Background: an optimization exercise with open tools, aiming at small area, a short achievable clock period and few clock cycles per item. Do not read the settings as production practice. Function was checked by simulation only, so behaviour that the tests miss may differ from the original. No activity file was given, so power comes from the tool's default toggle rates.

## wip/tundra
## c_like_lexical_tokenizer
module c_like_lexical_tokenizer (
    input  wire logic               clk,
    input  wire logic               rst_n,
    input  wire logic               src_valid,
    output logic                    src_ready,
    input  wire ctok_pkg::ctok_in_t src_item,
    output logic                    tok_valid,
    input  wire logic               tok_ready,
    output ctok_pkg::ctok_out_t     tok_item
);
    ctok_scan u_scan (
        .clk       (clk),
        .rst_n     (rst_n),
        .src_valid (src_valid),
        .src_ready (src_ready),
        .src_item  (src_item),
        .tok_valid (tok_valid),
        .tok_ready (tok_ready),
        .tok_item  (tok_item)
    );
endmodule
clock: 11.0 ns
lec_check: 0
cap_margin: 20
core_margin: 2
core_utilization: 40
slew_margin: 20
standard.sh (not shown) runs the stock make flow with config.mk's settings and CLKGATE_MAP_FILE= SYNTH_SCRIPT=/design/flow/synth_recipe.tcl, a recipe that flattens the netlist after the stock synthesis.
==> flow/flow/run.sh <==
#!/bin/bash
# Standard layout (standard synthesis, floorplan, placement, CTS, routing),
# with two changes to how it is made: timing repair aims at 7.8 ns of setup
# slack on the worst endpoints, and the port buffers are buf_4 cells. The
# clock period and constraints are unchanged. Each tool's output is in
# standard.log and in the ORFS logs under orfs/logs.
set -euo pipefail
bash standard.sh SETUP_SLACK_MARGIN=7.8 TNS_END_PERCENT=0 "BUFFER_PORTS_ARGS=-buffer_cell sky130_fd_sc_hd__buf_4" finish > standard.log 2>&1
Testbench counts of wip/tundra, summed over its fixed seeds: cycles 34,932, items 34,820.
Changes in wip/lagoon relative to wip/tundra:
==> flow/flow/run.sh <==
#!/bin/bash
# Standard layout (standard synthesis, floorplan, placement, CTS, routing),
# with changes to how it is made: timing repair aims at 7.8 ns of setup
# slack on the worst endpoints, the port buffers are buf_2 cells, and the
# clock tree uses these settings: CTS_BUF_LIST=sky130_fd_sc_hd__clkbuf_8 CTS_CLUSTER_SIZE=30 CTS_CLUSTER_DIAMETER=60
# Core utilisation 55%. The clock period and constraints are unchanged. Each tool's output is
# in standard.log and in the ORFS logs under orfs/logs.
set -euo pipefail
bash standard.sh SETUP_SLACK_MARGIN=7.8 TNS_END_PERCENT=0 "BUFFER_PORTS_ARGS=-buffer_cell sky130_fd_sc_hd__buf_2" CTS_BUF_LIST=sky130_fd_sc_hd__clkbuf_8 CTS_CLUSTER_SIZE=30 CTS_CLUSTER_DIAMETER=60 CORE_UTILIZATION=55 finish > standard.log 2>&1
Findings:
wip/lagoon finished every step from synthesis to the final layout, and the layout passed the timing, design-rule and antenna checks. Maximum fanout encountered on the critical timing path (higher): wip/tundra. What wip/tundra reported for wire length has to be multiplied by 0.936 to get the figure for wip/lagoon. The run with more setup slack is wip/lagoon; wip/tundra has less. wip/lagoon against wip/tundra: clock network fraction of total power decreased by 4.7 points relative to the old numbers; length of routed met2 wiring decreased by 5.6% relative to the old numbers; clock-buffer cell count increased by 1 relative to the old numbers. Compared wip/lagoon vs wip/tundra, and area of the core is down in wip/lagoon.
Setup changes, wip/lagoon to wip/cedar
==> flow/flow/run.sh <==
#!/bin/bash
# Standard layout (standard synthesis, floorplan, placement, CTS, routing),
# with two changes to how it is made: timing repair aims at 7.8 ns of setup
# slack on the worst endpoints, and the port buffers are buf_2 cells. The
# clock period and constraints are unchanged. Each tool's output is in
# standard.log and in the ORFS logs under orfs/logs.
set -euo pipefail
bash standard.sh SETUP_SLACK_MARGIN=7.8 TNS_END_PERCENT=0 "BUFFER_PORTS_ARGS=-buffer_cell sky130_fd_sc_hd__buf_2" finish > standard.log 2>&1
- Delta (wip/cedar minus wip/lagoon): initial core utilization went down by 15 points, final core area utilization shows a reduction of 15 points, clock buffer count from CTS roughly the same, clock-pin slew on the worst setup and hold paths fell 0.02 ns.
- Run comparison: wip/lagoon most common cell after layout, fill and taps aside sky130_fd_sc_hd__edfxtp_1; wip/cedar most common cell after layout, fill and taps aside sky130_fd_sc_hd__nand2_1
- In wip/cedar, the post-route clock period utilization came out 1.3 points above the value in wip/lagoon.
Here is what was changed in the inputs of wip/delta compared with wip/cedar.
==> flow/flow/run.sh <==
#!/bin/bash
# Standard layout (standard synthesis, floorplan, placement, CTS, routing),
# with changes to how it is made: timing repair aims at 7.8 ns of setup
# slack on the worst endpoints, the port buffers are buf_2 cells, and the
# clock tree uses these settings: CTS_BUF_LIST=sky130_fd_sc_hd__clkbuf_8 CTS_CLUSTER_SIZE=30 CTS_CLUSTER_DIAMETER=60
# Core utilisation 62%. The clock period and constraints are unchanged. Each tool's output is
# in standard.log and in the ORFS logs under orfs/logs.
set -euo pipefail
bash standard.sh SETUP_SLACK_MARGIN=7.8 TNS_END_PERCENT=0 "BUFFER_PORTS_ARGS=-buffer_cell sky130_fd_sc_hd__buf_2" CTS_BUF_LIST=sky130_fd_sc_hd__clkbuf_8 CTS_CLUSTER_SIZE=30 CTS_CLUSTER_DIAMETER=60 CORE_UTILIZATION=62 finish > standard.log 2>&1
- | synthesis-to-finish area growth | wip/delta vs wip/cedar | 4.9 points lower |
- wip/delta: die area is about 35% lower than what wip/cedar reported.
- STATUS global-route wire length before repair: wip/delta wins against wip/cedar
- Re leakage power total: wip/delta and wip/cedar aren't equal, and the lower value belongs to wip/delta.
Here is what was changed in the inputs of wip/quartz compared with wip/delta.
-- flow/flow/run.sh --
<<< wip/delta, line 6
# Core utilisation 62%. The clock period and constraints are unchanged. Each tool's output is
>>> wip/quartz, line 6
# The clock period and constraints are unchanged. Each tool's output is
<<< wip/delta, line 9
bash standard.sh SETUP_SLACK_MARGIN=7.8 TNS_END_PERCENT=0 "BUFFER_PORTS_ARGS=-buffer_cell sky130_fd_sc_hd__buf_2" CTS_BUF_LIST=sky130_fd_sc_hd__clkbuf_8 CTS_CLUSTER_SIZE=30 CTS_CLUSTER_DIAMETER=60 CORE_UTILIZATION=62 finish > standard.log 2>&1
>>> wip/quartz, line 9
bash standard.sh SETUP_SLACK_MARGIN=7.8 TNS_END_PERCENT=0 "BUFFER_PORTS_ARGS=-buffer_cell sky130_fd_sc_hd__buf_2" CTS_BUF_LIST=sky130_fd_sc_hd__clkbuf_8 CTS_CLUSTER_SIZE=30 CTS_CLUSTER_DIAMETER=60 finish > standard.log 2>&1
Notes after the runs:
Each of the runs, namely wip/delta and wip/quartz, reached the end of the flow and came out clean. For initial DRC count, dividing the value from wip/quartz by the value from wip/delta gives 0.813. Min final clock period utilization by the worst path across wip/delta and wip/quartz: wip/quartz. Going from wip/delta to wip/quartz, sequential share of layout area shrank by 1.5 points; global-route usage shrank by 10 points; clock transition at the registers of the reported paths held steady. What wip/delta reported for amount of wire on met2 after detailed routing has to be multiplied by 1.07 to get the figure for wip/quartz.

========
tundra:
c_like_lexical_tokenizer again, from the RTL that the note above started with.
==> flow/config.mk <==
export PLATFORM = sky130hd
export DESIGN_NAME = c_like_lexical_tokenizer
export DESIGN_NICKNAME = c_like_lexical_tokenizer
export VERILOG_FILES = /design/flow/design.v
export SDC_FILE = /design/flow/constraint.sdc
export NUM_CORES = 4
export LEC_CHECK = 0
export CAP_MARGIN = 20
export CORE_MARGIN = 2
export CORE_UTILIZATION = 40
export SLEW_MARGIN = 20
==> flow/constraint.sdc <==
create_clock -name core_clock -period 11.0 [get_ports {clk}]
set_input_delay 2.2000 -clock core_clock [delete_from_list [all_inputs] [get_ports {clk}]]
set_output_delay 2.2000 -clock core_clock [all_outputs]
set_load 0.01 [all_outputs]
==> flow/flow/run.sh <==
#!/bin/bash
# Standard layout (standard synthesis, floorplan, placement, CTS, routing),
# with changes to how it is made: timing repair aims at 8.5 ns of setup
# slack on the worst endpoints, the port buffers are buf_2 cells, and the
# clock tree uses these settings: CTS_BUF_LIST=sky130_fd_sc_hd__clkbuf_8 CTS_CLUSTER_SIZE=30 CTS_CLUSTER_DIAMETER=60
# The clock period and constraints are unchanged. Each tool's output is
# in standard.log and in the ORFS logs under orfs/logs.
set -euo pipefail
bash standard.sh SETUP_SLACK_MARGIN=8.5 TNS_END_PERCENT=0 "BUFFER_PORTS_ARGS=-buffer_cell sky130_fd_sc_hd__buf_2" CTS_BUF_LIST=sky130_fd_sc_hd__clkbuf_8 CTS_CLUSTER_SIZE=30 CTS_CLUSTER_DIAMETER=60 finish > standard.log 2>&1
tundra went all the way through synthesis, placement and routing and the layout is clean on timing, DRC and antenna.
Testbench counts of tundra, summed over its fixed seeds: cycles 34,932, items 34,820.
Here is what was changed in the inputs of zinc compared with tundra.
==> flow/flow/run.sh <==
#!/bin/bash
# Standard layout (standard synthesis, floorplan, placement, CTS, routing),
# with changes to how it is made: timing repair aims at 7.8 ns of setup
# slack on all endpoints, the port buffers are buf_2 cells, and the
# clock tree uses these settings: CTS_BUF_LIST=sky130_fd_sc_hd__clkbuf_8 CTS_CLUSTER_SIZE=30 CTS_CLUSTER_DIAMETER=60
# Core utilisation 55%. The clock period and constraints are unchanged. Each tool's output is
# in standard.log and in the ORFS logs under orfs/logs.
set -euo pipefail
bash standard.sh SETUP_SLACK_MARGIN=7.8 TNS_END_PERCENT=100 "BUFFER_PORTS_ARGS=-buffer_cell sky130_fd_sc_hd__buf_2" CTS_BUF_LIST=sky130_fd_sc_hd__clkbuf_8 CTS_CLUSTER_SIZE=30 CTS_CLUSTER_DIAMETER=60 CORE_UTILIZATION=55 finish > standard.log 2>&1
==> comparison <==
Between tundra and zinc, fraction of standard cell area in multi-input logic increased.
Across both runs, largest incremental delay on the critical path was higher for zinc than for tundra.
HPWL after detailed placement improves in zinc relative to tundra.
Diff tundra..zinc | maximum fanout along the worst path | negligible
Comparing tundra and zinc, the lower final area is on tundra.
Latest clock arrival within the worst-skew pair delta (tundra -> zinc): insignificant
| sequential share of layout area | lower: zinc |
#### Input delta (lagoon over zinc)
==> flow/flow/run.sh <==
#!/bin/bash
# Standard layout (standard synthesis, floorplan, placement, CTS, routing),
# with changes to how it is made: timing repair aims at 7.8 ns of setup
# slack on the worst endpoints, the port buffers are buf_2 cells, and the
# clock tree uses these settings: "CTS_BUF_LIST=sky130_fd_sc_hd__clkbuf_4 sky130_fd_sc_hd__clkbuf_8" CTS_CLUSTER_SIZE=16
# The clock period and constraints are unchanged. Each tool's output is
# in standard.log and in the ORFS logs under orfs/logs.
set -euo pipefail
bash standard.sh SETUP_SLACK_MARGIN=7.8 TNS_END_PERCENT=0 "BUFFER_PORTS_ARGS=-buffer_cell sky130_fd_sc_hd__buf_2" "CTS_BUF_LIST=sky130_fd_sc_hd__clkbuf_4 sky130_fd_sc_hd__clkbuf_8" CTS_CLUSTER_SIZE=16 finish > standard.log 2>&1
==> run notes <==
- lagoon completed every stage of the flow, and the final layout passed the timing, design-rule and antenna checks.
- Compared with zinc, in lagoon growth of design area from synthesis to finish shows a reduction of 1.5 points, hold slack climbed 16 ps.
- Detailed route, lagoon vs zinc: via total lower for lagoon
- The run showing the greater worst path arrival time is zinc.
- Re net total in the final layout: zinc and lagoon aren't equal, and the higher value belongs to zinc.
- lagoon: clock-pin slew reported for the worst setup and hold paths after clock tree synthesis higher than zinc
- Taking zinc as the reference, in lagoon transition time of the tightest slew-check pin picked up an extra 350 ps; peak supply drop lost 4.9%; detailed-router iteration count before antenna repair picked up an extra 2.
- Looking at utilization across zinc and lagoon, the one that comes out higher is zinc.
Modified inputs, umber compared to lagoon
==> flow/flow/run.sh <==
#!/bin/bash
# Standard layout (standard synthesis, floorplan, placement, CTS, routing),
# with changes to how it is made: timing repair aims at 7.8 ns of setup
# slack on the worst endpoints, the port buffers are buf_2 cells, and the
# clock tree uses these settings: CTS_BUF_LIST=sky130_fd_sc_hd__clkbuf_8 CTS_CLUSTER_SIZE=30 CTS_CLUSTER_DIAMETER=60
# Core utilisation 70%. The clock period and constraints are unchanged. Each tool's output is
# in standard.log and in the ORFS logs under orfs/logs.
set -euo pipefail
bash standard.sh SETUP_SLACK_MARGIN=7.8 TNS_END_PERCENT=0 "BUFFER_PORTS_ARGS=-buffer_cell sky130_fd_sc_hd__buf_2" CTS_BUF_LIST=sky130_fd_sc_hd__clkbuf_8 CTS_CLUSTER_SIZE=30 CTS_CLUSTER_DIAMETER=60 CORE_UTILIZATION=70 finish > standard.log 2>&1
==> comparison <==
- Every run in the comparison, lagoon and umber, completed the flow with a clean layout.
- Width of the die came out lower on umber than on lagoon.
- Measured against umber, the amount of wire on met2 after detailed routing of lagoon comes out at 0.915 times the reference value.
- The final reports for umber and lagoon show number of placement rows lower in the former.
- Looking at final cell count, umber sits about 11% below lagoon.
- Comparing lagoon and umber, internal reg-to-reg setup slack is lower on umber.
- Compared with lagoon, umber is the less power-hungry design.
- The required time of the worst setup path number comes out higher for lagoon vs umber.
- Comparing lagoon and umber, post-cts gate resize count is higher on lagoon.
- Arrival time at the worst endpoint was lower in the run labelled umber.
- Diff lagoon -> umber | share of total power in the clock network | decrease of 1.7 points

what the ideal ports hide:
Ports are ideal in the flow. The routed layouts listed here were re-timed in OpenROAD. Step 1 sets driving cells, clkbuf_16 on the clock port and buf_2 on the other inputs (assumed; they add their load-dependent delay and slew). Step 2, shift: input delay + t, output delay - t, t = (earliest + latest rising clock arrival at the registers) / 2. This alone moves slack from input paths to output paths. Three values: ideal ports, drivers, drivers and shift; two values: the first two.
run | t (ns) | slack for setup (ns) | hold WS [ns] | worst setup path after step 2 | clock arrival spread, ns
wip/tundra | 0.475 | 7.472 / 7.481 / 7.016 | 0.513 / 0.513 / 0.513 | input to register | 0.012 / 0.012
wip/lagoon | 0.496 | 7.658 / 7.657 / 7.161 | 0.522 / 0.522 / 0.522 | input to register | 0.024 / 0.024
wip/cedar | 0.481 | 7.515 / 7.473 / 7.044 | 0.525 / 0.525 / 0.525 | input to register | 0.013 / 0.013
wip/delta | 0.500 | 7.616 / 7.615 / 7.115 | 0.513 / 0.513 / 0.513 | input to register | 0.027 / 0.027
wip/quartz | 0.510 | 7.635 / 7.639 / 7.129 | 0.528 / 0.528 / 0.528 | input to register | 0.021 / 0.021
tundra | 0.510 | 7.635 / 7.639 / 7.129 | 0.528 / 0.528 / 0.528 | input to register | 0.021 / 0.021
zinc | 0.507 | 7.589 / 7.594 / 7.087 | 0.512 / 0.512 / 0.512 | input to register | 0.026 / 0.026
lagoon | 0.510 | 7.635 / 7.639 / 7.129 | 0.528 / 0.528 / 0.528 | input to register | 0.021 / 0.021
umber | 0.508 | 7.523 / 7.523 / 7.034 | 0.532 / 0.532 / 0.532 | input to register | 0.023 / 0.023
After both steps setup and hold are still met in every run listed.
